This design comes from an exercise in tuning for small area and a short achievable clock period on the open sky130 flow, not from production work.
Function was not checked in any run shown here: the RTL went through the layout flow alone.
Power is estimated from default activity; no workload was simulated.

$ cat flow/design.v
package arena_pkg;
    typedef logic [10-1:0] coord_t;
    typedef logic [15:0] score_t;
    typedef enum logic [1:0] {
        ST_START = 2'd0,
        ST_PLAY  = 2'd1,
        ST_DEAD  = 2'd2
    } game_state_t;
endpackage
module arena_top
(
    input  logic                    Clk,
    input  logic                    rst_n,
    input  logic                    wb_cyc,
    input  logic                    wb_stb,
    input  logic                    wb_we,
    input  logic [3-1:0] wb_adr,
    input  logic [31:0]             wb_dat_w,
    output logic [31:0]             wb_dat_r,
    output logic                    wb_ack,
    input  arena_pkg::coord_t                  pix_x,
    input  arena_pkg::coord_t                  pix_y,
    input  logic                    pix_valid,
    input  logic                    frame_tick
);
    localparam int CW = 10;
    localparam int NS = 4;
    function automatic logic lt11(input logic [CW:0] a, input logic [CW:0] b);
        logic [15:0] g;
        logic [15:0] e;
        g = '0;
        e = '1;
        g[CW:0] = ~a & b;
        e[CW:0] = ~(a ^ b);
        for (int s = 1; s < 16; s = s * 2) begin
            for (int i = 0; i + s < 16; i = i + 2 * s) begin
                g[i] = g[i+s] | (e[i+s] & g[i]);
                e[i] = e[i+s] & e[i];
            end
        end
        lt11 = g[0];
    endfunction
    function automatic logic in_span(input logic [CW-1:0] p, input logic [CW-1:0] lo,
                                     input logic [CW:0] hi);
        in_span = !lt11({1'b0, p}, {1'b0, lo}) && lt11({1'b0, p}, hi);
    endfunction
    logic          start_cmd;
    logic          play;             
    logic          dead;             
    logic          restart;
    logic [CW-1:0] player_x, player_y;
    logic [CW-1:0] bullet_x, bullet_y;
    logic          bullet_en;
    logic [1:0]    spawn_idx;
    logic [15:0]   score_base;       
    logic [NS-1:0] kill_q;
    logic [NS-1:0] alive;
    logic [NS-1:0][CW-1:0] mon_x;
    logic [NS-1:0][CW-1:0] mon_y;
    logic req, wr;
    assign req = wb_cyc && wb_stb && !wb_ack;
    assign wr  = req && wb_we;
    logic [15:0] score;
    assign score = score_base + 16'(kill_q[0]) + 16'(kill_q[1]) + 16'(kill_q[2]) + 16'(kill_q[3]);
    logic [31:0] rd_data;
    always_comb begin
        rd_data = '0;
        case (wb_adr)
            3'd1: begin
                rd_data[CW-1:0]  = player_x;
                rd_data[16 +: CW] = player_y;
            end
            3'd2: begin
                rd_data[CW-1:0]  = bullet_x;
                rd_data[16 +: CW] = bullet_y;
                rd_data[31]      = bullet_en;
            end
            3'd3: begin
                rd_data[1:0]   = {dead, play};
                rd_data[31:16] = score;
            end
            3'd4, 3'd5, 3'd6, 3'd7: begin
                rd_data[CW-1:0]  = mon_x[wb_adr[1:0]];
                rd_data[16 +: CW] = mon_y[wb_adr[1:0]];
                rd_data[31]      = alive[wb_adr[1:0]];
            end
            default: ;
        endcase
    end
    always_ff @(posedge Clk) begin
        wb_dat_r <= rd_data;
    end
    always_ff @(posedge Clk) begin
        if (!rst_n) begin
            wb_ack    <= 1'b0;
            start_cmd <= 1'b0;
            player_x  <= '0;
            player_y  <= '0;
            bullet_x  <= '0;
            bullet_y  <= '0;
            bullet_en <= 1'b0;
        end else begin
            wb_ack    <= req;
            start_cmd <= wr && (wb_adr == 3'd0) && wb_dat_w[0];
            if (wr && wb_adr == 3'd1) begin
                player_x <= wb_dat_w[CW-1:0];
                player_y <= wb_dat_w[16 +: CW];
            end
            if (wr && wb_adr == 3'd2) begin
                bullet_x  <= wb_dat_w[CW-1:0];
                bullet_y  <= wb_dat_w[16 +: CW];
                bullet_en <= wb_dat_w[31];
            end
        end
    end
    logic [NS-1:0] mon_hit;
    logic [NS-1:0] kill;
    logic          bullet_hit, player_hit, player_dead;
    always_comb begin
        for (int i = 0; i < NS; i++) begin
            mon_hit[i] = pix_valid && alive[i] &&
                         in_span(pix_x, mon_x[i], {1'b0, mon_x[i]} + (CW+1)'(22)) &&
                         in_span(pix_y, mon_y[i], {1'b0, mon_y[i]} + (CW+1)'(22));
        end
    end
    assign bullet_hit = pix_valid && bullet_en &&
        in_span(pix_x, bullet_x, {1'b0, bullet_x} + (CW+1)'(4)) &&
        in_span(pix_y, bullet_y, {1'b0, bullet_y} + (CW+1)'(4));
    assign player_hit = pix_valid &&
        in_span(pix_x, player_x, {1'b0, player_x} + (CW+1)'(25)) &&
        in_span(pix_y, player_y, {1'b0, player_y} + (CW+1)'(30));
    assign kill        = (play && bullet_hit) ? mon_hit : '0;
    assign player_dead = play && player_hit && (|mon_hit);
    always_ff @(posedge Clk) begin
        if (!rst_n) begin
            play    <= 1'b0;
            dead    <= 1'b0;
            restart <= 1'b0;
        end else begin
            restart <= start_cmd && !play;
            if (play) begin
                play <= !player_dead;
                dead <= player_dead;
            end else if (start_cmd) begin
                play <= 1'b1;
                dead <= 1'b0;
            end
        end
    end
    always_ff @(posedge Clk) begin
        if (!rst_n || restart) begin
            score_base <= '0;
            kill_q     <= '0;
        end else begin
            score_base <= score;
            kill_q     <= kill;
        end
    end
    logic [NS-1:0] spawn_load;
    logic [CW-1:0] spawn_x, spawn_y;
    assign spawn_load = (frame_tick && play && !restart) ? (~alive & (alive + 1'b1)) : '0;
    always_comb begin
        case (spawn_idx)
            2'd0: begin spawn_x = CW'(12); spawn_y = CW'(240); end
            2'd1: begin spawn_x = CW'(240); spawn_y = CW'(12); end
            2'd2: begin spawn_x = CW'(468); spawn_y = CW'(240); end
            default: begin spawn_x = CW'(240); spawn_y = CW'(468); end
        endcase
    end
    always_ff @(posedge Clk) begin
        if (!rst_n || restart) begin
            spawn_idx <= 2'd0;
        end else if (|spawn_load) begin
            spawn_idx <= spawn_idx + 2'd1;
        end
    end
    for (genvar i = 0; i < NS; i++) begin : g_slot
        logic x_lt, x_gt, y_lt, y_gt;
        assign x_lt = lt11({1'b0, mon_x[i]}, {1'b0, player_x});
        assign x_gt = lt11({1'b0, player_x}, {1'b0, mon_x[i]});
        assign y_lt = lt11({1'b0, mon_y[i]}, {1'b0, player_y});
        assign y_gt = lt11({1'b0, player_y}, {1'b0, mon_y[i]});
        always_ff @(posedge Clk) begin
            if (!rst_n) begin
                alive[i] <= 1'b0;
                mon_x[i] <= '0;
                mon_y[i] <= '0;
            end else if (restart || kill[i]) begin
                alive[i] <= 1'b0;
            end else if (spawn_load[i]) begin
                alive[i] <= 1'b1;
                mon_x[i] <= spawn_x;
                mon_y[i] <= spawn_y;
            end else if (frame_tick && alive[i]) begin
                if (x_lt) mon_x[i] <= mon_x[i] + 1'b1;
                else if (x_gt) mon_x[i] <= mon_x[i] - 1'b1;
                if (y_lt) mon_y[i] <= mon_y[i] + 1'b1;
                else if (y_gt) mon_y[i] <= mon_y[i] - 1'b1;
            end
        end
    end
endmodule
$ cat flow/run.sh
#!/bin/bash
# synth_recipe.tcl (not shown) runs the flow's synth.tcl, then flattens the netlist and writes it again
# the make line also repeats each setting of config.mk as NAME=value (left out here)
make -C /OpenROAD-flow-scripts/flow DESIGN_CONFIG=/design/flow/config.mk WORK_HOME=/design/flow/orfs CLKGATE_MAP_FILE= SYNTH_SCRIPT=/design/flow/synth_recipe.tcl finish
$ cat flow/config.mk
export PLATFORM = sky130hd
export DESIGN_NAME = arena_top
export DESIGN_NICKNAME = arena_top
export VERILOG_FILES = /design/flow/design.v
export SDC_FILE = /design/flow/constraint.sdc
export NUM_CORES = 4
export LEC_CHECK = 0
export CAP_MARGIN = 20
export CORE_MARGIN = 2
export CORE_UTILIZATION = 40
export SLEW_MARGIN = 20
$ cat flow/constraint.sdc
create_clock -name core_clock -period 5.8 [get_ports {Clk}]
set_input_delay 1.1600 -clock core_clock [delete_from_list [all_inputs] [get_ports {Clk}]]
set_output_delay 1.1600 -clock core_clock [all_outputs]
set_load 0.01 [all_outputs]
==> summary.txt, run 1 <==
first-pass GRT wire length=106000 microns; Detail Route Antenna Nets=0; RSZ-0062 raised after global routing=no; 1st-pass router iterations=6; Routed WL per cell=21.9 microns; post-synthesis instance area=20000 sq um; Setup TNS Final=0 ns; global-route usage over all layers=27.0%; Leakage=9.01 nW; status=timing/DRC/antenna clean; chip width=227 microns; initial antenna violation count=1; clock tree from TritonCTS=built; worst min-delay path class=flop to flop; Die Area=51700 sq um; final-report setup violation count=0; hold_buf cts=0; Layout Nets=3003; Setup CP Type=flop to flop; total power=2.89 mW; register area share after synthesis=17.8%; DP HPWL=53100 microns; layout cells sized above 1=5.92%; max-cap violations=0; vias per inst=5.93; pwr dens=130 nW/um^2; Post-CTS Setup Bufs=0; #FFs+latches synth=178; residual DRC count=0; Post-synth ARST share=0%; Rel. slew slack=22.8%; post-CTS resize count=0; total I/O pin count=95; Worst EP arrival=5.22 ns; cells after synthesis=2407; R2R Path End=mon_y[29]; Root Driver=clkbuf_16; CP startpoint kind=flop; Placer Congestion=0.955; Initial Util=40.6%; critical path required time=6.19 ns; Worst Skew=0.0202 ns; Routed WL=69400 microns; FMAX=0.207 GHz; gr ovfl total=0; Die Ht=227 microns; cells on worst reg2reg path=14; number of global-route vias before repair=18200; crit path max fanout=9; Crit. End Element=flop; Placeable Area=49200 sq um; synth unique cells=88; num rows=81; synthesized area per cell=8.30 sq um; max-slew violations=0; crit path to=mon_y[29]; Vias=18800; pin count of the biggest net entering global routing=99; Hold Violations, Final=0; period utilisation layout=83.2%; area grow syn2layout=11.4%; CTS Buf Count=17; PortBufs=77; Final min period=4.83 ns; Skew-Pair Late Insertion Delay=0.49 ns; transition time of the tightest slew-check pin=1.15 ns; 1st-iter DRT viols=1476; Fill cells=4790; Clock Sinks=178; H-tree Lvls=4; crit path from=player_y[4]; ys flop type=dfxtp_1; RR Startpoint=player_y[4]; Reg clk slew, reported paths=0.09 ns; Max Root-Sink Buffers=2; number of synthesized flops with an enable pin=0; Syn. warnings=1; reg2reg setup slack=0.97 ns; VDD IR max=0.198 mV
[layer usage]
layer | global-route usage [%] | share of wire, %
met5 | 0 | 0
met4 | 11.8 | 4.1
met3 | 4.31 | 7.4
met2 | 44.0 | 45
met1 | 35.1 | 44
[power breakdown]
group,switching [mW],internal (mW),total (mW)
registers,0.00408,1.23,1.23
clock network,0.619,0.617,1.24
logic,0.258,0.170,0.428
total,0.881,2.01,2.89
[area by class of cell]
cell class / instances / area, sq um / area share (%)
sequential: 178 / 3560 / 16.0
antenna: 1 / 2.50 / 0.0113
clock buffer: 18 / 429 / 1.93
timing repair buffer: 142 / 1250 / 5.61
clock inverter: 14 / 164 / 0.737
multi-input combinational: 1981 / 15400 / 69.1
tap: 664 / 831 / 3.74
inverter: 169 / 639 / 2.87
[worst max-delay path, stage by stage (launching register included)]
cell,delay (ns)
dfxtp_1,0.75
inv_1,0.35
ha_1,0.40
o211ai_1,0.09
a32oi_1,0.58
inv_1,0.37
ha_1,0.36
a21oi_1,0.25
o211ai_1,0.18
o41ai_1,0.47
nor2_1,0.11
a211oi_1,0.30
xnor2_1,0.12
and4_1,0.21
a31o_2,0.20
[Yosys cell counts, drive strengths merged (13+ instances only)]
master / count / area share, %
nor2b: 24 / 0.75
dfxtp: 178 / 18
nand4: 40 / 1.3
xnor2: 111 / 4.9
o211ai: 35 / 1.3
inv: 169 / 3.2
clkbuf: 49 / 0.92
nand2: 210 / 3.9
a311oi: 19 / 0.83
a211oi: 72 / 2.7
a21o: 32 / 1.2
a21oi: 195 / 5.0
o21a: 24 / 0.90
nor3: 28 / 0.73
and3: 17 / 0.53
a2111oi: 25 / 1.2
buf: 34 / 1.2
a22oi: 17 / 0.64
or3: 22 / 0.69
mux4: 21 / 2.4
nor2: 192 / 3.6
a21boi: 23 / 0.86
o21ai: 109 / 2.7
ha: 441 / 28
nand4b: 23 / 1.0
nand3: 59 / 1.5
xor2: 36 / 1.6
and2: 13 / 0.41
[how the worst min path moves through the flow]
stage / end / startpoint / cells after the start / slack, ns
floorplan: restart / start_cmd / 2 / 0.41
finish: wb_ack / wb_ack / 1 / 0.44
detailed placement: wb_ack / wb_ack / 1 / 0.43
global route: restart / start_cmd / 2 / 0.46
CTS: wb_ack / wb_ack / 1 / 0.44
global placement: restart / start_cmd / 2 / 0.43
[kinds of logic (layout without fill, tap and decap cells)]
group,count (synthesis),in the layout,synth area share [%]
AOI/OAI and AO/OA,643,643,21.3
buffers and inverters,253,343,5.33
muxes,32,32,2.95
DFF,178,178,17.8
and+or+nand+nor,701,701,17.4
other,1,7,0.0188
xor gates and xnor gates,147,147,6.45
adders and majority gates,452,452,28.7
[flip-flops by register name, indices dropped and copies added, names as in the netlist, 2 cells and up]
register    flops
player_x       10
mon_x          40
mon_y          40
wb_dat_r       26
bullet_y       10
kill_q          4
score_base     16
bullet_x       10
spawn_idx       2
alive           4
player_y       10
[through the flow]
stage          hold slack (ns)  util, %  instances  worst slack (ns)  cell area [sq um]
2_1_floorplan            0.410        -       2412              1.89              20000
3_3_place_gp             0.430     44.0       3134             0.917              21600
3_5_place_dp             0.434     44.0       3134             0.837              21600
4_1_cts                  0.444     45.2       3166              1.13              22200
5_1_grt                  0.465     45.3       3167             0.794              22200
6_report                 0.442     45.3       3167             0.974              22200
[layout by cell type, fill, tap and decap left out, drive strengths merged, types with 24 or more instances in the layout]
master,count
xor2,36
o21a,24
o211ai,35
clkdlybuf4s50,75
ha,441
a211oi,72
nand2,210
nor2b,24
a21oi,195
buf,67
dfxtp,178
a21o,32
nand3,59
nor3,28
nand4,40
inv,178
a2111oi,25
o21ai,109
nor2,192
xnor2,111
==> run 2, diff against run 1 <==
--- a/flow/design.v
+++ b/flow/design.v
@@ -27,15 +27,15 @@
     localparam int NS = 4;
     function automatic logic lt11(input logic [CW:0] a, input logic [CW:0] b);
         logic [15:0] g;
-        logic [15:0] e;
+        logic [15:0] l;
         g = '0;
-        e = '1;
+        l = '0;
         g[CW:0] = ~a & b;
-        e[CW:0] = ~(a ^ b);
+        l[CW:0] = a & ~b;
         for (int s = 1; s < 16; s = s * 2) begin
             for (int i = 0; i + s < 16; i = i + 2 * s) begin
-                g[i] = g[i+s] | (e[i+s] & g[i]);
-                e[i] = e[i+s] & e[i];
+                g[i] = g[i+s] | (~l[i+s] & g[i]);
+                l[i] = l[i+s] | (~g[i+s] & l[i]);
             end
         end
         lt11 = g[0];
==> run 2 against run 1 <==
Global-route usage grew 2.0 points. Via count grew 6.7%. Non-clock buffer count grew 10. Still clean. Critical path type unchanged. Highest routed layer unchanged. Clock power shrank 3%.
==> summary.txt, run 2 <==
DP HPWL=53500 microns; VDD IR max=0.201 mV; FMAX=0.200 GHz; max-cap violations=0; post-CTS resize count=0; global-route usage over all layers=28.9%; Skew-Pair Late Insertion Delay=0.48 ns; chip width=220 microns; biggest regs=mon_x: 40 flops, mon_y: 40 flops, wb_dat_r: 26 flops; total I/O pin count=95; most frequent cells after synthesis=nand2_1, a21oi_1, nor2_1, dfxtp_1, o21ai_0; CP startpoint kind=flop; Die Area=48500 sq um; Layout Nets=2690; cells after synthesis=2577; Critical path buffers and inverters=1; Crit. End Element=flop; Top delay family on crit path=adder cells; synthesized area per cell=7.26 sq um; Vias=20000; vias per inst=6.35; most frequent cell after synthesis=nand2_1; register area share after synthesis=19.0%; Rel. slew slack=28.2%; PortBufs=77; post-synthesis instance area=18700 sq um; 1st-iter DRT viols=2426; dpl cells=3122; grt met2 use=46.0%; non-filler cells, final=3154; Root Driver=clkbuf_16; Setup CP Type=flop to flop; #FFs+latches synth=178; met3 Resource Use GR=4.14%; synth unique cells=96; 1st-pass router iterations=9; Initial Util=40.4%; gr ovfl total=0; Worst Skew=0.0156 ns; Placeable Area=46400 sq um; number of synthesized flops with an enable pin=0; Clock Sinks=178; Antenna Cells=0; WHS=0.453 ns; status=timing/DRC/antenna clean; residual DRC count=0; H-tree Lvls=4; CP max-delay cell=dfxtp_1; most common cell after layout, fill and taps aside=nand2_1; Hold Violations, Final=0; Setup TNS Final=0 ns; RSZ-0062 raised after global routing=no; Synth top area share=19.0%; clock tree from TritonCTS=built; num rows=79; initial antenna violation count=2; critical path required time=6.19 ns; Routed WL per cell=22.5 microns; Die Ht=220 microns; Final min period=5.01 ns; largest cells by area after synthesis=dfxtp_1, nand2_1, ha_1; Post-synth ARST share=0%; hold_buf cts=0; end-of-flow core utilization=44.1%; Fill cells=4678; Routed WL=71000 microns; Placer Congestion=0.981; number of global-route vias before repair=18300; Worst path max stage delay=0.76 ns; Detail Route Antenna Nets=0; first-pass GRT wire length=108000 microns; pin count of the biggest net entering global routing=48; ys flop type=dfxtp_1; CTS Buf Count=17; crit path max fanout=15; Reg clk slew, reported paths=0.07 ns; global-route layer with the greatest usage=met2; Syn. warnings=1; pwr dens=140 nW/um^2; CP cell instances=inv_1 -> maj3_1 -> maj3_1 -> maj3_1 -> o221ai_1 -> nand2_1 -> ha_1 -> a21o_1 -> a21oi_1 -> o21ai_0 -> o21ai_0 -> nand2b_1 -> a21oi_1 -> o21ai_0 -> xnor2_1 -> or4_1 -> o32ai_2; period utilisation layout=86.4%; Post-CTS Setup Bufs=0; max-slew violations=0; commonest non-fill, non-tap cells in the layout=nand2_1, a21oi_1, nor2_1; worst min-delay path class=flop to flop; sequential cell area=3560 sq um; Worst EP arrival=5.40 ns; final-report setup violation count=0; Max Root-Sink Buffers=2; transition time of the tightest slew-check pin=1.08 ns; GR Util met1=38.6%; area of the multi-input gates=13700 sq um; layout cells sized above 1=7.22%; Leakage=7.10 nW; Yosys top cell by area=dfxtp_1; area grow syn2layout=9.24%
==> run 2: cell count changes after synthesis, moves of 23 or more <==
cell,before,now
xnor2_1,111,71
o22ai_1,2,25
ha_1,441,83
inv_1,168,124
o21ai_0,102,168
o31ai_1,8,38
a211oi_1,71,39
nor2b_1,24,58
clkbuf_1,49,161
maj3_1,0,68
nand2_1,210,309
xor2_1,36,67
nand2b_1,10,67
==> run 2: layer usage <==
metal / part of all wire (%) / routed length, microns
met1: 42 / 30100
met2: 45 / 31700
met3: 8.6 / 6100
met4: 4.4 / 3090
met5: 0 / 0
==> run 2: cell type report <==
cell class | count | area share (%)
timing repair buffer | 152 | 6.45
clock buffer | 19 | 2.17
tap | 607 | 3.72
multi-input combinational | 2055 | 67.2
inverter | 130 | 2.39
sequential | 178 | 17.4
clock inverter | 13 | 0.600
==> run 2: kinds of logic (layout without fill, tap and decap cells) <==
group / Yosys count / count (layout) / synth area share (%)
AO/OA/AOI/OAI: 851 / 851 / 30.8
AND/OR/NAND/NOR: 845 / 845 / 21.4
buffers and inverters: 349 / 314 / 7.64
flip-flops: 178 / 178 / 19.0
adder cells (fa/ha/maj): 166 / 166 / 10.6
XOR/XNOR: 138 / 138 / 6.46
multiplexers: 49 / 49 / 4.03
other: 1 / 6 / 0.0200
==> run 2: path summary, 6_finish.rpt <==
path	from	endpoint	slack (ns)	cells after the start
setup / recovery	player_x[5]	mon_x[9]	0.79	17
hold / removal	wb_ack	wb_ack	0.45	1
setup reg to reg	player_x[5]	mon_x[9]	0.79	17
hold reg to reg	wb_ack	wb_ack	0.45	1
==> run 2: power by group <==
group	internal (mW)	switching (mW)	total, mW
combinational	0.161	0.278	0.439
sequential	1.23	0.00613	1.23
clock	0.609	0.590	1.20
==> run 2: through the flow <==
step | total power, mW | area, sq um | setup slack [ns]
2_1_floorplan | 1.54 | 18700 | 1.66
3_3_place_gp | 1.68 | 19900 | 0.785
3_5_place_dp | 1.69 | 19900 | 0.720
4_1_cts | 2.87 | 20400 | 0.848
5_1_grt | 2.96 | 20400 | 0.520
6_report | 2.87 | 20400 | 0.790
==> run 3, diff against run 2 <==
--- a/flow/config.mk
+++ b/flow/config.mk
@@ -5,7 +5,9 @@
 export SDC_FILE = /design/flow/constraint.sdc
 export NUM_CORES = 4
 export LEC_CHECK = 0
+export ABC_CLOCK_PERIOD_IN_PS = 2500
 export CAP_MARGIN = 20
 export CORE_MARGIN = 2
 export CORE_UTILIZATION = 40
+export SETUP_SLACK_MARGIN = 3.0
 export SLEW_MARGIN = 20
==> run 3 against run 2 <==
First-iteration DRC count decreased by 18%. Count of clock-buffer cells in the layout unchanged. Sequential share of layout area fell by 2.8 points. Core utilization increased by 10 points. Non-clock buffer count is 241 higher. Clock power about the same. Worst hold slack improved by 0.0055 ns. Register-to-register slack better by 1.2 ns. Still clean on timing, DRC and antenna.
==> summary.txt, run 3 <==
status=timing/DRC/antenna clean; Detail Route Antenna Nets=0; Crit. End Element=flop; register area share after synthesis=19.0%; initial antenna violation count=2; 1st-pass router iterations=8; period utilisation layout=65.7%; Die Ht=220 microns; ys flop type=dfxtp_1; global-route usage over all layers=31.9%; DP HPWL=52300 microns; residual DRC count=0; crit path max fanout=3; area grow syn2layout=34.7%; Placer Congestion=0.968; Skew-Pair Late Insertion Delay=0.52 ns; Hold Violations, Final=0; sequential cell area=3690 sq um; Yosys top cell by area=dfxtp_1; first-pass GRT wire length=118000 microns; clock tree from TritonCTS=built; Clock Sinks=178; Initial Util=40.4%; number of global-route vias before repair=20000; final-report setup violation count=0; #FFs+latches synth=178; Worst Skew=0.0340 ns; gr ovfl total=0; Setup CP Type=flop to flop; pwr dens=119 nW/um^2; largest cells by area after synthesis=dfxtp_1, nand2_1, ha_1; Placeable Area=46400 sq um; total I/O pin count=95; CTS Buf Count=17; cells on worst reg2reg path=16; area of the multi-input gates=15600 sq um; chip width=220 microns; Root Driver=clkbuf_16; max-cap violations=0; Max Root-Sink Buffers=2; 1st-iter DRT viols=1995; Setup TNS Final=0 ns; Worst EP arrival=4.21 ns; RSZ-0062 raised after global routing=yes; synthesized area per cell=7.26 sq um; CP startpoint kind=flop; Synth top area share=19.0%; synth unique cells=96; most common cell after layout, fill and taps aside=nand2_1; commonest non-fill, non-tap cells in the layout=nand2_1, buf_4, nor2_1; total power=3.00 mW; vias per inst=6.30; Vias=21400; worst hold path cell count=2; post-synthesis instance area=18700 sq um; H-tree Lvls=4; Routed WL per cell=23.4 microns; Syn. warnings=1; worst min-delay path class=flop to flop; PnR worst setup slack=1.99 ns; max-slew violations=0; VDD IR max=0.198 mV; num rows=79; transition time of the tightest slew-check pin=1.18 ns; Leakage=9.07 nW; Layout Nets=2935; Die Area=48500 sq um; most frequent cell after synthesis=nand2_1; DP Worst Slack=0.705 ns; number of synthesized flops with an enable pin=0; FMAX=0.263 GHz; cells after synthesis=2577; Fill cells=4256; Routed WL=79700 microns; Final min period=3.81 ns; critical path required time=6.20 ns; Reg clk slew, reported paths=0.08 ns; Rel. slew slack=21.4%; pin count of the biggest net entering global routing=67; biggest regs=mon_x: 40 flops, mon_y: 40 flops, wb_dat_r: 26 flops; layout cells sized above 1=28.8%; PortBufs=77; most frequent cells after synthesis=nand2_1, a21oi_1, nor2_1, dfxtp_1, o21ai_0; Post-synth ARST share=0%
[run 3: cell counts after synthesis]
Identical to the previous run, type by type.
[run 3: stage by stage]
step / hold slack [ns] / util (%) / cells / instance area [sq um]
finish: 0.458 / 54.4 / 3400 / 25200
global route: 0.480 / 54.4 / 3399 / 25200
CTS: 0.453 / 51.9 / 3349 / 24100
detailed placement: 0.444 / 44.1 / 3111 / 20400
global placement: 0.434 / 44.1 / 3111 / 20400
floorplan: 0.419 / - / 2582 / 19500
[run 3: cell families (layout without fill, tap and decap cells)]
kind of cell	Yosys count	after routing	share of synthesized area, %
AOI/OAI and AO/OA	851	853	30.8
DFF	178	178	19.0
and+or+nand+nor	845	847	21.4
buffers and inverters	349	555	7.64
adders and majority gates	166	166	10.6
other	1	7	0.0200
muxes	49	49	4.03
xor gates and xnor gates	138	138	6.46
[run 3: cell type report]
| type | count | share of cell area (%) |
|---|---|---|
| sequential | 178 | 14.6 |
| tap | 607 | 3.01 |
| clock buffer | 19 | 1.80 |
| antenna | 1 | 0.00993 |
| inverter | 130 | 2.11 |
| clock inverter | 13 | 0.462 |
| multi-input combinational | 2059 | 62.0 |
| timing repair buffer | 393 | 15.9 |
[run 3: per-layer routing]
metal  vias up  global-route usage [%]  routed length [microns]
met1     10300                    40.2                    32100
met5         -                       0                        0
met2      1095                    50.7                    36200
li1       9810                       -                        -
met3       211                    5.53                     6640
met4         0                    19.4                     4730
[run 3: path summary, 6_finish.rpt]
path / from / endpoint / slack [ns]
setup / recovery: mon_y[10] / mon_y[19] / 1.99
hold / removal: start_cmd / restart / 0.46
setup reg to reg: mon_y[10] / mon_y[19] / 1.99
hold reg to reg: start_cmd / restart / 0.46
[run 3: report_power, final]
group          switching (mW)  internal [mW]  total, mW  leakage, nW
sequential            0.00670           1.22       1.22         1.47
clock                   0.616          0.585       1.20        0.274
combinational           0.333          0.245      0.578         7.32
[run 3: critical path: stages (launching register included)]
cell      delay (ns)
dfxtp_4         0.36
nand2b_4        0.13
maj3_2          0.30
maj3_2          0.30
maj3_2          0.32
o221a_4         0.27
or2_4           0.27
buf_6           0.13
ha_4            0.20
a21o_1          0.18
a21oi_4         0.18
o21ai_4         0.08
o41ai_4         0.32
o21ai_1         0.12
xnor2_1         0.22
nor4_1          0.07
a32o_1          0.24
[run 3: timing repair]
item                                    in CTS  in global routing
cloned                                      15                  3
pin swaps                                  177                157
resized for setup                          410                168
hold buffers                                 0                  0
endpoints found under the setup margin     131                133
buffers inserted                           191                 47
==> run 4, diff against run 3 <==
--- a/flow/config.mk
+++ b/flow/config.mk
@@ -9,5 +9,4 @@
 export CAP_MARGIN = 20
 export CORE_MARGIN = 2
 export CORE_UTILIZATION = 40
-export SETUP_SLACK_MARGIN = 3.0
 export SLEW_MARGIN = 20
==> run 4 against run 3 <==
Non-clock buffer count decreased by 241. First-iteration DRC count up 22%. Worst hold slack lost 0.0055 ns. Clock power barely moved. Sequential share of layout area is 2.8 points higher. Register-to-register slack worse by 1.2 ns. Combinational power fell by 24%. Global-route usage is 3.0 points lower. Critical path type unchanged. Highest routed layer unchanged.
==> summary.txt, run 4 <==
Routed WL per cell=22.5 microns; most frequent cells after synthesis=nand2_1, a21oi_1, nor2_1, dfxtp_1, o21ai_0; number of synthesized flops with an enable pin=0; synth unique cells=96; DP HPWL=53500 microns; post-synthesis instance area=18700 sq um; Syn. warnings=1; vias per inst=6.35; Setup CP Type=flop to flop; post-CTS resize count=0; Synth top area share=19.0%; number of global-route vias before repair=18300; Die Area=48500 sq um; 1st-iter DRT viols=2426; Layout Nets=2690; hold_sp=wb_ack; H-tree Lvls=4; largest cells by area after synthesis=dfxtp_1, nand2_1, ha_1; hold_buf cts=0; Critical path buffers and inverters=1; chip width=220 microns; Placer Congestion=0.981; Gate power share=15.3%; Setup TNS Final=0 ns; max-cap violations=0; Internal=2.00 mW; Psw=874 uW; Post-synth ARST share=0%; Worst path max stage delay=0.76 ns; crit path from=player_x[5]; 1st-pass router iterations=9; Routed WL=71000 microns; pin count of the biggest net entering global routing=48; Crit. End Element=flop; Skew-Pair Late Insertion Delay=0.48 ns; Hold Violations, Final=0; Clock power frac=41.8%; PortBufs=77; Antenna Cells=0; RR Startpoint=player_x[5]; FMAX=0.200 GHz; status=timing/DRC/antenna clean; Yosys top cell by area=dfxtp_1; Max Root-Sink Buffers=2; most common cell after layout, fill and taps aside=nand2_1; #FFs+latches synth=178; total power=2.87 mW; critical path required time=6.19 ns; CTS Buf Count=17; Initial Util=40.4%; commonest non-fill, non-tap cells in the layout=nand2_1, a21oi_1, nor2_1; area of the multi-input gates=13700 sq um; biggest regs=mon_x: 40 flops, mon_y: 40 flops, wb_dat_r: 26 flops; residual DRC count=0; Vias=20000; Top delay family on crit path=adder cells; Worst EP arrival=5.40 ns; Post-CTS Setup Bufs=0; Detail Route Antenna Nets=0; cells after synthesis=2577; Root Driver=clkbuf_16; CP max-delay cell=dfxtp_1; CP startpoint kind=flop; CP cell instances=inv_1 -> maj3_1 -> maj3_1 -> maj3_1 -> o221ai_1 -> nand2_1 -> ha_1 -> a21o_1 -> a21oi_1 -> o21ai_0 -> o21ai_0 -> nand2b_1 -> a21oi_1 -> o21ai_0 -> xnor2_1 -> or4_1 -> o32ai_2; Die Ht=220 microns; most frequent cell after synthesis=nand2_1; Final min period=5.01 ns; Clock Sinks=178; initial antenna violation count=2; Fill cells=4678; ys flop type=dfxtp_1; first-pass GRT wire length=108000 microns; VDD IR max=0.201 mV; period utilisation layout=86.4%; Placeable Area=46400 sq um; gr ovfl total=0; total I/O pin count=95; layout cells sized above 1=7.22%; worst min-delay path class=flop to flop; area grow syn2layout=9.24%; transition time of the tightest slew-check pin=1.08 ns; global-route usage over all layers=28.9%; sequential cell area=3560 sq um; register area share after synthesis=19.0%; clock tree from TritonCTS=built; Worst Skew=0.0156 ns; final-report setup violation count=0; Leakage=7.10 nW; num rows=79; synthesized area per cell=7.26 sq um; RSZ-0062 raised after global routing=no; Rel. slew slack=28.2%; Switching Fraction=30.5%; max-slew violations=0; Reg clk slew, reported paths=0.07 ns; crit path max fanout=15; Sequential Power Share=42.9%; pwr dens=140 nW/um^2
==> run 4: kinds of logic after synthesis <==
logic type | Yosys count | share of synthesized area [%]
compound gates | 851 | 30.8
xor+xnor | 138 | 6.46
other cells | 1 | 0.0200
flops | 178 | 19.0
mux | 49 | 4.03
simple gates | 845 | 21.4
buf+inv | 349 | 7.64
fa+ha+maj | 166 | 10.6
==> run 4: metal layers <==
layer	GRT usage [%]	share of wire (%)
met5	0	0
met4	13.3	4.4
met3	4.14	8.6
met2	46.0	45
met1	38.6	42
==> run 4: worst reg2reg max path, cell delays in order, from the launching register on <==
cell,delay (ns)
dfxtp_1,0.76
inv_1,0.21
maj3_1,0.37
maj3_1,0.37
maj3_1,0.38
o221ai_1,0.21
nand2_1,0.32
ha_1,0.39
a21o_1,0.18
a21oi_1,0.22
o21ai_0,0.15
o21ai_0,0.17
nand2b_1,0.08
a21oi_1,0.24
o21ai_0,0.17
xnor2_1,0.15
or4_1,0.43
o32ai_2,0.14
==> run 4: final timing paths <==
check | end | slack (ns) | depth (start not counted)
max | mon_x[9] | 0.79 | 17
min | wb_ack | 0.45 | 1
max reg2reg | mon_x[9] | 0.79 | 17
min reg2reg | wb_ack | 0.45 | 1
==> run 4: power groups by stage <==
stage / logic (mW) / registers (mW) / clock network, mW
after floorplan: 0.278 / 1.26 / 0
after global placement: 0.418 / 1.26 / 0
after detailed placement: 0.428 / 1.26 / 0
after CTS: 0.430 / 1.23 / 1.21
after global routing: 0.474 / 1.23 / 1.25
final: 0.439 / 1.23 / 1.20
==> run 4: final cells by class <==
class | instances | share of cell area [%]
Multi-Input combinational cell | 2055 | 67.2
Sequential cell | 178 | 17.4
Timing Repair Buffer | 152 | 6.45
Tap cell | 607 | 3.72
Inverter | 130 | 2.39
Clock buffer | 19 | 2.17
Clock inverter | 13 | 0.600
==> run 4: through the flow <==
stage / util (%) / hold slack, ns / instances / area [sq um] / setup WS [ns]
final: 44.1 / 0.453 / 3154 / 20400 / 0.790
after CTS: 44.1 / 0.455 / 3154 / 20400 / 0.848
after global routing: 44.1 / 0.468 / 3154 / 20400 / 0.520
after global placement: 42.9 / 0.429 / 3122 / 19900 / 0.785
after detailed placement: 42.9 / 0.444 / 3122 / 19900 / 0.720
after floorplan: - / 0.419 / 2582 / 18700 / 1.66
==> run 5, diff against run 4 <==
--- a/flow/design.v
+++ b/flow/design.v
@@ -44,6 +44,16 @@
                                      input logic [CW:0] hi);
         in_span = !lt11({1'b0, p}, {1'b0, lo}) && lt11({1'b0, p}, hi);
     endfunction
+    function automatic logic [CW-1:0] inc10(input logic [CW-1:0] c);
+        for (int i = 0; i < CW; i++) begin
+            inc10[i] = c[i] ^ ((i == 0) ? 1'b1 : &(c & CW'((1 << i) - 1) | ~CW'((1 << i) - 1)));
+        end
+    endfunction
+    function automatic logic [CW-1:0] dec10(input logic [CW-1:0] c);
+        for (int i = 0; i < CW; i++) begin
+            dec10[i] = c[i] ^ ((i == 0) ? 1'b1 : ~|(c & CW'((1 << i) - 1)));
+        end
+    endfunction
     logic          start_cmd;
     logic          play;             
     logic          dead;             
@@ -192,10 +202,10 @@
                 mon_x[i] <= spawn_x;
                 mon_y[i] <= spawn_y;
             end else if (frame_tick && alive[i]) begin
-                if (x_lt) mon_x[i] <= mon_x[i] + 1'b1;
-                else if (x_gt) mon_x[i] <= mon_x[i] - 1'b1;
-                if (y_lt) mon_y[i] <= mon_y[i] + 1'b1;
-                else if (y_gt) mon_y[i] <= mon_y[i] - 1'b1;
+                if (x_lt) mon_x[i] <= inc10(mon_x[i]);
+                else if (x_gt) mon_x[i] <= dec10(mon_x[i]);
+                if (y_lt) mon_y[i] <= inc10(mon_y[i]);
+                else if (y_gt) mon_y[i] <= dec10(mon_y[i]);
             end
         end
     end
--- a/flow/config.mk
+++ b/flow/config.mk
@@ -5,8 +5,9 @@
 export SDC_FILE = /design/flow/constraint.sdc
 export NUM_CORES = 4
 export LEC_CHECK = 0
-export ABC_CLOCK_PERIOD_IN_PS = 2500
+export ABC_AREA = 1
 export CAP_MARGIN = 20
 export CORE_MARGIN = 2
 export CORE_UTILIZATION = 40
+export SETUP_SLACK_MARGIN = 3.0
 export SLEW_MARGIN = 20
==> run 5 against run 4 <==
Register-to-register slack better by 2.2 ns. Worst setup slack better by 2.1 ns. First-iteration DRC count is 0.91% higher.
==> summary.txt, run 5 <==
non-filler cells, final=3568; number of synthesized flops with an enable pin=0; Root Driver=clkbuf_16; most frequent cells after synthesis=nand2_1, nor2_1, inv_1, nand3_1, dfxtp_1; area grow syn2layout=23.1%; cells after synthesis=2903; Skew-Pair Late Insertion Delay=0.48 ns; PortBufs=77; Placer Congestion=0.956; largest cells by area after synthesis=dfxtp_1, nand2_1, nor2_1; number of global-route vias before repair=18800; Fill cells=4171; Reg clk slew, reported paths=0.08 ns; dpl cells=3401; Vias=20600; sequential cell area=3580 sq um; Routed WL per cell=19.3 microns; pwr dens=142 nW/um^2; Sequential Power Share=42.5%; reg2reg setup slack=2.96 ns; DP HPWL=49000 microns; CP cell instances=buf_12 -> clkinvlp_4 -> buf_6 -> buf_4 -> nand2_1 -> nand3_1 -> nand4_1 -> nand3_1 -> nand2_1 -> nand2_1 -> nand3_1 -> nand3_2 -> a21oi_2 -> nand3_4 -> buf_6 -> buf_16 -> nand4_1 -> nand2_1 -> nor2_1; first-pass GRT wire length=104000 microns; chip width=209 microns; #FFs+latches synth=178; Critical path buffers and inverters=6; Layout Nets=3138; synth unique cells=55; Worst EP arrival=3.31 ns; RR Startpoint=bullet_y[2]; Die Area=43500 sq um; crit-path most repeated cell=nand2_1; most frequent cell after synthesis=nand2_1; Final Cell Area=20600 sq um; Hold Violations, Final=0; area of the multi-input gates=12100 sq um; Rel. slew slack=32.2%; vias per inst=5.78; H-tree Lvls=4; Psw=916 uW; transition time of the tightest slew-check pin=1.02 ns; Gate power share=15.5%; Setup TNS Final=0 ns; synthesized area per cell=5.77 sq um; ys flop type=dfxtp_1; RSZ-0062 raised after global routing=yes; crit path max fanout=13; global-route usage over all layers=30.8%; Internal=2.00 mW; Die Ht=209 microns; Final min period=2.89 ns; Post-synth ARST share=0%; post-synthesis instance area=16800 sq um; CP max-delay cell=a21oi_2; Worst Skew=0.0160 ns; commonest non-fill, non-tap cells in the layout=nand2_1, nor2_1, inv_1; status=timing/DRC/antenna clean; Crit. End Element=flop; max-slew violations=0; clock tree from TritonCTS=built; FMAX=0.346 GHz; Switching Fraction=31.4%; max-cap violations=0; Max Root-Sink Buffers=2; CTS Buf Count=17; 1st-pass router iterations=9; most common cell after layout, fill and taps aside=nand2_1; biggest regs=mon_x: 40 flops, mon_y: 40 flops, wb_dat_r: 26 flops; gr ovfl total=0; Leakage=9.37 nW; Clock Sinks=178; Worst path max stage delay=0.17 ns; hold_sp=dead; hold_buf cts=0; register area share after synthesis=21.3%; cells on worst reg2reg path=15; CP startpoint kind=input port; VDD IR max=0.228 mV; Area after DPL=17700 sq um; pin count of the biggest net entering global routing=67; num rows=74; Synth top area share=21.3%; Initial Util=40.7%; Placeable Area=41100 sq um; worst min-delay path class=flop to flop; Syn. warnings=1; initial antenna violation count=1; total I/O pin count=95; layout cells sized above 1=15.3%; Detail Route Antenna Nets=0; Routed WL=69000 microns; final-report setup violation count=0; period utilisation layout=49.8%; Setup CP Type=input port to flop; worst hold path cell count=2; residual DRC count=0; Yosys top cell by area=dfxtp_1; 1st-iter DRT viols=2448; Hold EP=dead; Clock power frac=42.0%; critical path required time=6.22 ns; Top delay family on crit path=simple AND/OR/NAND/NOR gates; R2R Path End=mon_y[3]
==> run 5: changes by cell type after synthesis, sizes merged, moves of 58 or more <==
| cell | before | now |
|---|---|---|
| inv | 124 | 271 |
| a21oi | 207 | 133 |
| maj3 | 72 | 0 |
| nor2b | 58 | 0 |
| nor2 | 196 | 393 |
| clkbuf | 162 | 71 |
| nand2b | 67 | 0 |
| nand2 | 310 | 881 |
| nand3 | 64 | 194 |
==> run 5: power groups by stage <==
stage | combinational (mW) | sequential (mW) | clock (mW)
after detailed placement | 0.348 | 1.27 | 0
after global placement | 0.342 | 1.27 | 0
after global routing | 0.483 | 1.24 | 1.28
after CTS | 0.412 | 1.24 | 1.24
after floorplan | 0.209 | 1.27 | 0
final | 0.452 | 1.24 | 1.22
==> run 5: cell type report <==
type                    count  share of cell area [%]
repair inverters            2                  0.0607
flip-flops and latches    178                    17.4
diodes                      1                  0.0121
inverters                 291                    5.89
multi-input cells        2301                    58.9
clock inverters            14                   0.741
well taps                 532                    3.23
clock buffers              18                    2.13
repair buffers            231                    11.7
==> run 5: per-stage QoR <==
step	power (mW)	util (%)	hold WS, ns	setup WS [ns]
floorplan	1.48	-	0.410	2.98
global placement	1.61	43.1	0.440	1.32
detailed placement	1.62	43.1	0.436	1.28
CTS	2.90	48.2	0.460	2.77
global route	3.00	50.1	0.506	2.79
finish	2.92	50.1	0.472	2.91
==> run 5: cell families (layout without fill, tap and decap cells) <==
kind of cell	Yosys count	in the layout	share of synthesized area, %
and+or+nand+nor	1643	1654	41.6
AOI/OAI and AO/OA	510	510	18.0
buffers and inverters	440	556	11.0
DFF	178	178	21.3
xor gates and xnor gates	77	77	4.03
adders and majority gates	54	54	4.17
other	1	7	0.0224
==> run 5: worst register-to-register path, stage by stage (launching register included) <==
cell	delay, ns
dfxtp_1	0.47
ha_1	0.25
nand3_1	0.16
nor3_2	0.28
xor2_1	0.28
nand2_1	0.09
o21bai_1	0.23
a21oi_4	0.06
nor2_4	0.11
buf_12	0.15
nand3_4	0.13
buf_6	0.16
buf_16	0.13
nand4_1	0.10
nand2_1	0.07
nor2_1	0.12
==> run 5: how the worst max path moves through the flow <==
stage                          start     endpoint  slack (ns)  depth (start not counted)
after CTS                  wb_adr[0]  player_y[5]        2.77                         12
after global placement    frame_tick    mon_x[13]        1.32                         12
after detailed placement    pix_x[9]    mon_y[17]        1.28                         14
after global routing        pix_y[3]     mon_y[3]        2.79                         21
final                       pix_x[3]     mon_y[3]        2.91                         19
after floorplan             pix_y[7]     mon_y[1]        2.98                         16
==> run 5: metal layers <==
| metal | routed length [microns] | global-route usage [%] |
|---|---|---|
| met1 | 28600 | 41.4 |
| met2 | 31200 | 49.3 |
| met3 | 7050 | 5.20 |
| met4 | 2140 | 12.1 |
| met5 | 13 | 0 |
==> run 5: timing repair <==
action                     in CTS  in global routing
setup endpoints to repair     166                158
gates resized for setup       224                178
gates cloned                   22                  2
setup buffers                  75                 35
pin swaps                      62                 79
==> run 6, diff against run 5 <==
--- a/flow/config.mk
+++ b/flow/config.mk
@@ -9,5 +9,4 @@
 export CAP_MARGIN = 20
 export CORE_MARGIN = 2
 export CORE_UTILIZATION = 40
-export SETUP_SLACK_MARGIN = 3.0
 export SLEW_MARGIN = 20
==> run 6 against run 5 <==
Still clean. Total power fell by 0.34%. Worst setup slack worse by 1.3 ns. Worst hold slack got worse by 0.021 ns. Wire length shrank 3.9%. Flip-flop and latch count did not move. Non-clock buffer count fell by 122. Core utilization decreased by 5.5 points. First-iteration DRC count is 24% lower. Via count down 5.5%. Global-route usage decreased by 0.85 points. Combinational power is 19% lower. Clock power grew 7%. Critical path type unchanged. Largest power group is now the clock network. Highest routed layer is now met4.
==> summary.txt, run 6 <==
post-CTS resize count=0; num rows=74; final-report setup violation count=0; Rel. slew slack=35.8%; Crit. End Element=flop; Hold Violations, Final=0; synthesized area per cell=5.77 sq um; Die Ht=209 microns; Placeable Area=41100 sq um; PortBufs=77; pwr dens=158 nW/um^2; H-tree Lvls=4; number of global-route vias before repair=17500; Vias=19500; Worst EP arrival=4.58 ns; crit path to=mon_x[11]; number of synthesized flops with an enable pin=0; Layout Nets=3003; FMAX=0.238 GHz; cells after synthesis=2903; reg2reg setup slack=2.70 ns; most frequent cell after synthesis=nand2_1; hold_buf cts=0; Setup TNS Final=0 ns; Final Cell Area=18300 sq um; Initial Util=40.7%; crit path from=pix_y[4]; Max Root-Sink Buffers=2; Leakage=8.52 nW; layout cells sized above 1=4.52%; RSZ-0062 raised after global routing=no; Setup CP Type=input port to flop; Placer Congestion=0.934; vias per inst=5.68; clock tree from TritonCTS=built; Worst Skew=0.0166 ns; transition time of the tightest slew-check pin=0.958 ns; Routed WL per cell=19.3 microns; Synth Area in Compound Gates=18.0%; ys flop type=dfxtp_1; residual DRC count=0; CTS Buf Count=17; DP HPWL=50500 microns; global-route usage over all layers=30.0%; max-slew violations=0; Clock Sinks=178; most common cell after layout, fill and taps aside=nand2_1; end-of-flow core utilization=44.6%; Routed WL=66400 microns; Area after DPL=17700 sq um; Syn. warnings=1; CP cell instances=clkdlybuf4s50_1 -> inv_1 -> nor2_1 -> nand2_1 -> nand2_1 -> a21oi_1 -> nand2_1 -> nand2_1 -> nand2_1 -> nand2_1 -> nor2_1 -> nand2_2 -> nor2_4 -> nand3_4 -> nand3_4 -> nand2_1 -> nand2_1 -> nor2_1; chip width=209 microns; Worst path max stage delay=0.89 ns; non-filler cells, final=3432; Critical path buffers and inverters=2; Post-CTS Setup Bufs=0; CP startpoint kind=input port; GR Util met1=38.6%; largest cells by area after synthesis=dfxtp_1, nand2_1, nor2_1; area grow syn2layout=9.50%; CP Depth=18; global-route layer with the greatest usage=met2; grt met2 use=49.4%; biggest regs=mon_x: 40 flops, mon_y: 40 flops, wb_dat_r: 26 flops; gr ovfl total=0; Reg clk slew, reported paths=0.09 ns; Post-synth ARST share=0%; worst min-delay path class=flop to flop; Synth Area in XOR/XNOR=4.03%; met3 Resource Use GR=3.89%; R2R Path End=mon_y[21]; 1st-pass router iterations=6; commonest non-fill, non-tap cells in the layout=nand2_1, nor2_1, inv_1; period utilisation layout=72.6%; #FFs+latches synth=178; adder-cell area share of the yosys netlist=4.17%; Root Driver=clkbuf_16; crit-path most repeated cell=nand2_1; dpl cells=3400; status=timing/DRC/antenna clean; initial antenna violation count=0; Top delay family on crit path=simple AND/OR/NAND/NOR gates; Die Area=43500 sq um; CP max-delay cell=clkdlybuf4s50_1; register area share after synthesis=21.3%; cells on worst reg2reg path=11; Synth Area in Simple Gates=41.6%; 1st-iter DRT viols=1849; first-pass GRT wire length=101000 microns; total I/O pin count=95; synth unique cells=55; main combinational cell family by area after synthesis=simple AND/OR/NAND/NOR gates; Detail Route Antenna Nets=0; Synth top area share=21.3%; Skew-Pair Late Insertion Delay=0.49 ns; VDD IR max=0.160 mV; most frequent cells after synthesis=nand2_1, nor2_1, inv_1, nand3_1, dfxtp_1; critical path required time=6.18 ns; Final min period=4.21 ns; max-cap violations=0; mux cell area share after synthesis=0%; Antenna Cells=0; post-synthesis instance area=16800 sq um; crit path max fanout=16; RR Startpoint=restart; pin count of the biggest net entering global routing=66; Yosys top cell by area=dfxtp_1
run 6: cell counts after synthesis:
No cell type changed its count.
run 6: final cells by class:
class	instances	area, sq um
well taps	532	666
inverters	291	1090
fillers	4396	22800
repair buffers	109	1010
multi-input cells	2290	11400
flip-flops and latches	178	3560
clock inverters	15	208
clock buffers	17	425
run 6: power by group:
| part | switching [mW] | internal, mW | total [mW] |
|---|---|---|---|
| clock network | 0.672 | 0.629 | 1.30 |
| logic | 0.243 | 0.121 | 0.364 |
| registers | 0.0105 | 1.23 | 1.24 |
| total | 0.926 | 1.98 | 2.91 |
run 6: routing by layer:
layer | wire, microns | vias to the layer above
li1 | - | 9509
met1 | 29000 | 8971
met2 | 29800 | 844
met3 | 4220 | 185
met4 | 3420 | 0
met5 | 0 | -
run 6: worst min path at each step:
stage / startpoint / endpoint / slack, ns / cells past startpoint
floorplan: start_cmd / restart / 0.41 / 2
global placement: start_cmd / restart / 0.43 / 2
detailed placement: start_cmd / restart / 0.43 / 2
CTS: start_cmd / restart / 0.45 / 2
global route: start_cmd / restart / 0.49 / 2
finish: start_cmd / restart / 0.45 / 2
run 6: logic make-up (layout without fill, tap and decap cells):
| logic type | after synthesis | count (layout) |
|---|---|---|
| fa+ha+maj | 54 | 54 |
| compound gates | 510 | 510 |
| xor+xnor | 77 | 77 |
| simple gates | 1643 | 1643 |
| flops | 178 | 178 |
| other cells | 1 | 6 |
| buf+inv | 440 | 432 |
run 6: worst min-delay path, delay by kind of cell (launching register included):
kind | cells | cell delay (ns)
and+or+nand+nor | 2 | 0.09
DFF | 1 | 0.32
run 6: per-stage QoR:
step                total power [mW]  setup WS (ns)  hold WS, ns
global placement                1.62           1.13        0.430
finish                          2.91           1.59        0.451
floorplan                       1.47           2.90        0.410
CTS                             2.91           1.65        0.447
global route                    3.00           1.40        0.489
detailed placement              1.62           1.15        0.429
==> run 7, diff against run 6 <==
--- a/flow/config.mk
+++ b/flow/config.mk
@@ -9,4 +9,6 @@
 export CAP_MARGIN = 20
 export CORE_MARGIN = 2
 export CORE_UTILIZATION = 40
+export SETUP_SLACK_MARGIN = 3.0
 export SLEW_MARGIN = 20
+export TNS_END_PERCENT = 0
==> run 7 against run 6 <==
Sequential power barely moved. Global-route usage down 0.41 points. Synthesized cell count did not move.
==> summary.txt, run 7 <==
Placer Congestion=0.971; Clock Sinks=178; CTS Buf Count=17; sequential cell area=3560 sq um; Initial Util=40.7%; CP max-delay cell=clkdlybuf4s50_1; synthesized area per cell=5.77 sq um; total power=2.82 mW; Layout Nets=3081; Worst Skew=0.0163 ns; final-report setup violation count=0; num rows=74; CP startpoint kind=input port; Synth Area in XOR/XNOR=4.03%; synth unique cells=55; register area share after synthesis=21.3%; #FFs+latches synth=178; most common cell after layout, fill and taps aside=nand2_1; FMAX=0.335 GHz; period utilisation layout=51.5%; Hold Violations, Final=0; Final Cell Area=19500 sq um; Area after DPL=17700 sq um; CP Depth=13; Routed WL per cell=18.7 microns; RR Startpoint=player_y[2]; Post-synth ARST share=0%; most frequent cell after synthesis=nand2_1; status=timing/DRC/antenna clean; Vias=20000; Setup TNS Final=0 ns; hold_sp=start_cmd; H-tree Lvls=4; clock tree from TritonCTS=built; max-slew violations=0; layout cells sized above 1=9.91%; Placeable Area=41100 sq um; total I/O pin count=95; RSZ-0062 raised after global routing=yes; Fill cells=4296; residual DRC count=0; Synth top area share=21.3%; commonest non-fill, non-tap cells in the layout=nand2_1, nor2_1, inv_1; Skew-Pair Late Insertion Delay=0.48 ns; Rel. slew slack=33.0%; Crit. End Element=flop; main combinational cell family by area after synthesis=simple AND/OR/NAND/NOR gates; ys flop type=dfxtp_1; crit path max fanout=12; Max Root-Sink Buffers=2; cells on worst reg2reg path=14; area grow syn2layout=16.1%; first-pass GRT wire length=101000 microns; Worst EP arrival=3.36 ns; cells after synthesis=2903; pin count of the biggest net entering global routing=65; crit path from=pix_y[8]; reg2reg setup slack=2.89 ns; Routed WL=65600 microns; 1st-pass router iterations=5; Die Ht=209 microns; chip width=209 microns; Die Area=43500 sq um; WHS=0.465 ns; mux cell area share after synthesis=0%; area of the multi-input gates=11800 sq um; crit-path most repeated cell=nor2_1; vias per inst=5.69; critical path required time=6.18 ns; CP cell instances=clkdlybuf4s50_1 -> buf_12 -> clkinvlp_4 -> nor2_1 -> a21oi_1 -> a21oi_2 -> nor2_4 -> buf_12 -> buf_4 -> nand3_2 -> nand3_4 -> nor2_1 -> nor2_1; Yosys top cell by area=dfxtp_1; DP HPWL=48900 microns; largest cells by area after synthesis=dfxtp_1, nand2_1, nor2_1; VDD IR max=0.242 mV; dpl cells=3395; Critical path buffers and inverters=5; Root Driver=clkbuf_16; number of synthesized flops with an enable pin=0; PnR worst setup slack=2.81 ns; Top delay family on crit path=buffers and inverters; 1st-iter DRT viols=1955; Syn. warnings=1; Final min period=2.99 ns; Worst path max stage delay=0.51 ns; Synth Area in Simple Gates=41.6%; worst hold path cell count=2; Detail Route Antenna Nets=0; Leakage=8.87 nW; end-of-flow core utilization=47.3%; transition time of the tightest slew-check pin=1.00 ns; pwr dens=145 nW/um^2; max-cap violations=0; post-synthesis instance area=16800 sq um; number of global-route vias before repair=18500; adder-cell area share of the yosys netlist=4.17%; biggest regs=mon_x: 40 flops, mon_y: 40 flops, wb_dat_r: 26 flops; PortBufs=77; global-route usage over all layers=29.6%; initial antenna violation count=1; non-filler cells, final=3511; DP Worst Slack=1.27 ns; most frequent cells after synthesis=nand2_1, nor2_1, inv_1, nand3_1, dfxtp_1; worst min-delay path class=flop to flop; Reg clk slew, reported paths=0.08 ns; Synth Area in Compound Gates=18.0%; Setup CP Type=input port to flop; gr ovfl total=0
-- run 7: cell counts after synthesis --
No cell type changed its count.
-- run 7: per-layer routing --
| layer | up-vias | GRT usage [%] | part of all wire (%) |
|---|---|---|---|
| met2 | 889 | 47.8 | 45 |
| met5 | - | 0 | 0.018 |
| li1 | 9702 | - | - |
| met4 | 2 | 11.4 | 3.0 |
| met3 | 129 | 3.86 | 8.7 |
| met1 | 9253 | 40.1 | 43 |
-- run 7: cells by family (layout without fill, tap and decap cells) --
kind of cell	after synthesis	count (layout)
AO/OA/AOI/OAI	510	510
flip-flops	178	178
XOR/XNOR	77	77
buffers and inverters	440	500
adder cells (fa/ha/maj)	54	54
other	1	7
AND/OR/NAND/NOR	1643	1653
-- run 7: worst register-to-register path: stages (launching register included) --
cell and delay [ns]:
dfxtp_1 0.59, clkinvlp_4 0.35, ha_1 0.29, nand3_1 0.16, nand2_1 0.07, nor2_1 0.19, xor2_1 0.16, nand2_1 0.11
a21boi_0 0.21, nand3_1 0.09, nand2_1 0.10, nand2_1 0.05, a21oi_1 0.15, o21ai_0 0.13, and2_1 0.15
-- run 7: what timing repair did --
action / CTS / global route
endpoints found under the hold margin: 0 / 0
resized for setup: 144 / 75
pin swaps: 25 / 16
setup endpoints to repair: 174 / 162
hold buffers: 0 / 0
setup buffers: 54 / 16
cloned: 11 / 2
-- run 7: final timing paths --
path              endpoint
setup / recovery  mon_y[8]
hold reg to reg    restart
hold / removal     restart
setup reg to reg      play
-- run 7: cell type report --
type | instances | area share, %
Antenna cell | 1 | 0.0129
Clock buffer | 18 | 2.26
Clock inverter | 14 | 0.720
Inverter | 291 | 6.02
Multi-Input combinational cell | 2300 | 60.6
Sequential cell | 178 | 18.3
Tap cell | 532 | 3.42
Timing Repair Buffer | 176 | 8.66
Timing Repair inverter | 1 | 0.0257
-- run 7: power breakdown --
part	internal (mW)	switching, mW
logic	0.138	0.249
registers	1.23	0.0101
clock network	0.580	0.615
==> run 8, diff against run 7 <==
--- a/flow/config.mk
+++ b/flow/config.mk
@@ -9,6 +9,6 @@
 export CAP_MARGIN = 20
 export CORE_MARGIN = 2
 export CORE_UTILIZATION = 40
-export SETUP_SLACK_MARGIN = 3.0
+export SETUP_SLACK_MARGIN = 3.3
 export SLEW_MARGIN = 20
 export TNS_END_PERCENT = 0
==> run 8 against run 7 <==
Maximum frequency rose by 2.3%. Register-to-register slack improved by 0.07 ns. Global-route usage up 0.22 points. Largest power group unchanged. Clock power hardly changed. Total power rose by 0.44%. Synthesized area unchanged. Still clean on timing, DRC and antenna. Largest cell class unchanged. Die area stayed put. Final cell count unchanged. Core utilization is 0.18 points higher. Sequential power about the same. Critical endpoint is now mon_x[10]. Sequential share of layout area is 0.063 points lower. Critical path depth rose by 4.
==> summary.txt, run 8 <==
Die Ht=209 microns; Final min period=2.92 ns; Skew-Pair Late Insertion Delay=0.48 ns; Clock Sinks=178; initial antenna violation count=0; RSZ-0062 raised after global routing=yes; max-slew violations=0; Leakage=8.91 nW; Critical path buffers and inverters=4; CP cell instances=buf_12 -> clkinvlp_4 -> o211ai_1 -> nand3_2 -> nand2_2 -> nand2_4 -> nand2_4 -> nand2_2 -> nor2_2 -> nand2_2 -> nor2_4 -> buf_12 -> nand3_4 -> buf_6 -> nand4_1 -> nand2_1 -> nor2_2; vias per inst=5.71; Setup CP Type=input port to flop; status=timing/DRC/antenna clean; chip width=209 microns; most common cell after layout, fill and taps aside=nand2_1; Worst path max stage delay=0.30 ns; synth unique cells=55; CTS Buf Count=17; Top delay family on crit path=simple AND/OR/NAND/NOR gates; Yosys top cell by area=dfxtp_1; residual DRC count=0; WHS=0.472 ns; 1st-iter DRT viols=1979; CP max-delay cell=o211ai_1; DP HPWL=48900 microns; Post-synth ARST share=0%; Final Cell Area=19500 sq um; Placeable Area=41100 sq um; max-cap violations=0; Antenna Cells=0; Max Root-Sink Buffers=2; crit path max fanout=8; VDD IR max=0.233 mV; Worst Skew=0.0159 ns; num rows=74; crit-path most repeated cell=nand2_2; Placer Congestion=0.971; Reg clk slew, reported paths=0.09 ns; number of global-route vias before repair=18600; 1st-pass router iterations=6; most frequent cells after synthesis=nand2_1, nor2_1, inv_1, nand3_1, dfxtp_1; post-synthesis instance area=16800 sq um; Detail Route Antenna Nets=0; H-tree Lvls=4; clock tree from TritonCTS=built; Syn. warnings=1; first-pass GRT wire length=102000 microns; cells after synthesis=2903; number of synthesized flops with an enable pin=0; ys flop type=dfxtp_1; Crit. End Element=flop; pin count of the biggest net entering global routing=65; global-route usage over all layers=29.8%; critical path required time=6.21 ns; most frequent cell after synthesis=nand2_1; Rel. slew slack=43.4%; Die Area=43500 sq um; largest cells by area after synthesis=dfxtp_1, nand2_1, nor2_1; PortBufs=77; Setup TNS Final=0 ns; layout cells sized above 1=9.97%; CP startpoint kind=input port; final-report setup violation count=0; Area after DPL=17700 sq um; area grow syn2layout=16.6%; gr ovfl total=0; synthesized area per cell=5.77 sq um; pwr dens=145 nW/um^2; DP Worst Slack=1.27 ns; Layout Nets=3082; PnR worst setup slack=2.88 ns; #FFs+latches synth=178; register area share after synthesis=21.3%; period utilisation layout=50.3%; worst min-delay path class=flop to flop; biggest regs=mon_x: 40 flops, mon_y: 40 flops, wb_dat_r: 26 flops; Routed WL=65600 microns; Initial Util=40.7%; commonest non-fill, non-tap cells in the layout=nand2_1, nor2_1, inv_1; Synth top area share=21.3%; transition time of the tightest slew-check pin=0.846 ns; FMAX=0.343 GHz; Root Driver=clkbuf_16; Worst EP arrival=3.33 ns; total I/O pin count=95; Hold Violations, Final=0; Routed WL per cell=18.7 microns; Vias=20000
==> run 8: cell counts after synthesis <==
Identical to the previous run, type by type.
==> run 8: per-layer routing <==
| layer | routed length, microns | share of wire, % | GRT usage [%] | vias up |
|---|---|---|---|---|
| met1 | 28100 | 43 | 40.3 | 9321 |
| met3 | 5880 | 9.0 | 4.09 | 125 |
| met5 | 0 | 0 | 0 | - |
| li1 | - | - | - | 9710 |
| met4 | 1930 | 2.9 | 11.8 | 0 |
| met2 | 29700 | 45 | 48.0 | 877 |
==> run 8: what timing repair did <==
item | CTS | global route
cloned | 11 | 0
hold buffers | 0 | 0
buffers inserted | 67 | 6
pin swaps | 32 | 14
endpoints found under the hold margin | 0 | 0
resized for setup | 215 | 15
setup endpoints to repair | 183 | 191
==> run 8: area by class of cell <==
| cell class | count | area [sq um] |
|---|---|---|
| multi-input combinational | 2298 | 11800 |
| timing repair inverter | 1 | 5.00 |
| fill | 4301 | 21600 |
| clock buffer | 18 | 439 |
| clock inverter | 14 | 140 |
| tap | 532 | 666 |
| sequential | 178 | 3560 |
| inverter | 291 | 1170 |
| timing repair buffer | 179 | 1760 |
==> run 8: metrics by stage <==
step	util [%]	power, mW	instances
final	47.5	2.84	3511
after global routing	47.5	2.92	3511
after CTS	47.3	2.84	3505
after detailed placement	43.1	1.62	3395
after global placement	43.0	1.61	3394
after floorplan	-	1.48	2908
==> run 8: worst min-delay path: stages, from the launching register on <==
cell and delay, ns:
dfxtp_1 0.33, nand2_1 0.06, nor2_1 0.04
==> run 8: power breakdown <==
group          switching (mW)  total (mW)  internal [mW]
registers              0.0102        1.24           1.23
clock network           0.618        1.20          0.581
logic                   0.251       0.396          0.144
==> run 8: path summary, 6_finish.rpt <==
| path | end | startpoint | cells after the start | slack (ns) |
|---|---|---|---|---|
| worst max-delay path | mon_x[10] | pix_y[3] | 17 | 2.88 |
| worst min-delay path | restart | start_cmd | 2 | 0.47 |
| worst max register to register | play | player_y[1] | 14 | 2.96 |
| worst min register to register | restart | start_cmd | 2 | 0.47 |
==> run 8: logic make-up (layout without fill, tap and decap cells) <==
family | after synthesis | after routing | share of synthesized area [%]
buf+inv | 440 | 503 | 11.0
fa+ha+maj | 54 | 54 | 4.17
flops | 178 | 178 | 21.3
simple gates | 1643 | 1651 | 41.6
other cells | 1 | 6 | 0.0224
compound gates | 510 | 510 | 18.0
xor+xnor | 77 | 77 | 4.03

==> separate check: timing with driven ports <==
Ports are ideal in the flow. The routed layouts listed here were re-timed in OpenROAD.
Step 1, drivers: a clkbuf_16 drives Clk and a buf_2 each remaining input, both assumed.
Step 2 moves the port delays by t, midway between the first and last clock arrival at a register: inputs arrive t later, outputs are due t later. That takes back most of the time a late clock gives input paths.
Three values: ideal, step 1, step 2; two values: the first two.
run	shift t [ns]	slack for setup (ns)	worst setup path after step 2	latest minus earliest clock arrival (ns)	worst slew at a driven data input, ns
run 1	0.528	0.974 / 0.974 / 0.766	input to register	0.020 / 0.021	0.09
run 2	0.532	0.790 / 0.790 / 0.688	input to register	0.018 / 0.017	0.09
run 3	0.559	1.992 / 1.992 / 1.694	input to register	0.035 / 0.035	0.08
run 4	0.532	0.790 / 0.790 / 0.688	input to register	0.018 / 0.017	0.09
run 5	0.534	2.909 / 2.906 / 2.372	input to register	0.016 / 0.016	0.11
run 6	0.540	1.592 / 1.617 / 1.077	input to register	0.017 / 0.017	0.08
run 7	0.534	2.812 / 2.837 / 2.303	input to register	0.016 / 0.016	0.11
run 8	0.534	2.880 / 2.877 / 2.343	input to register	0.016 / 0.016	0.12
After both steps setup and hold are still met in every run listed.
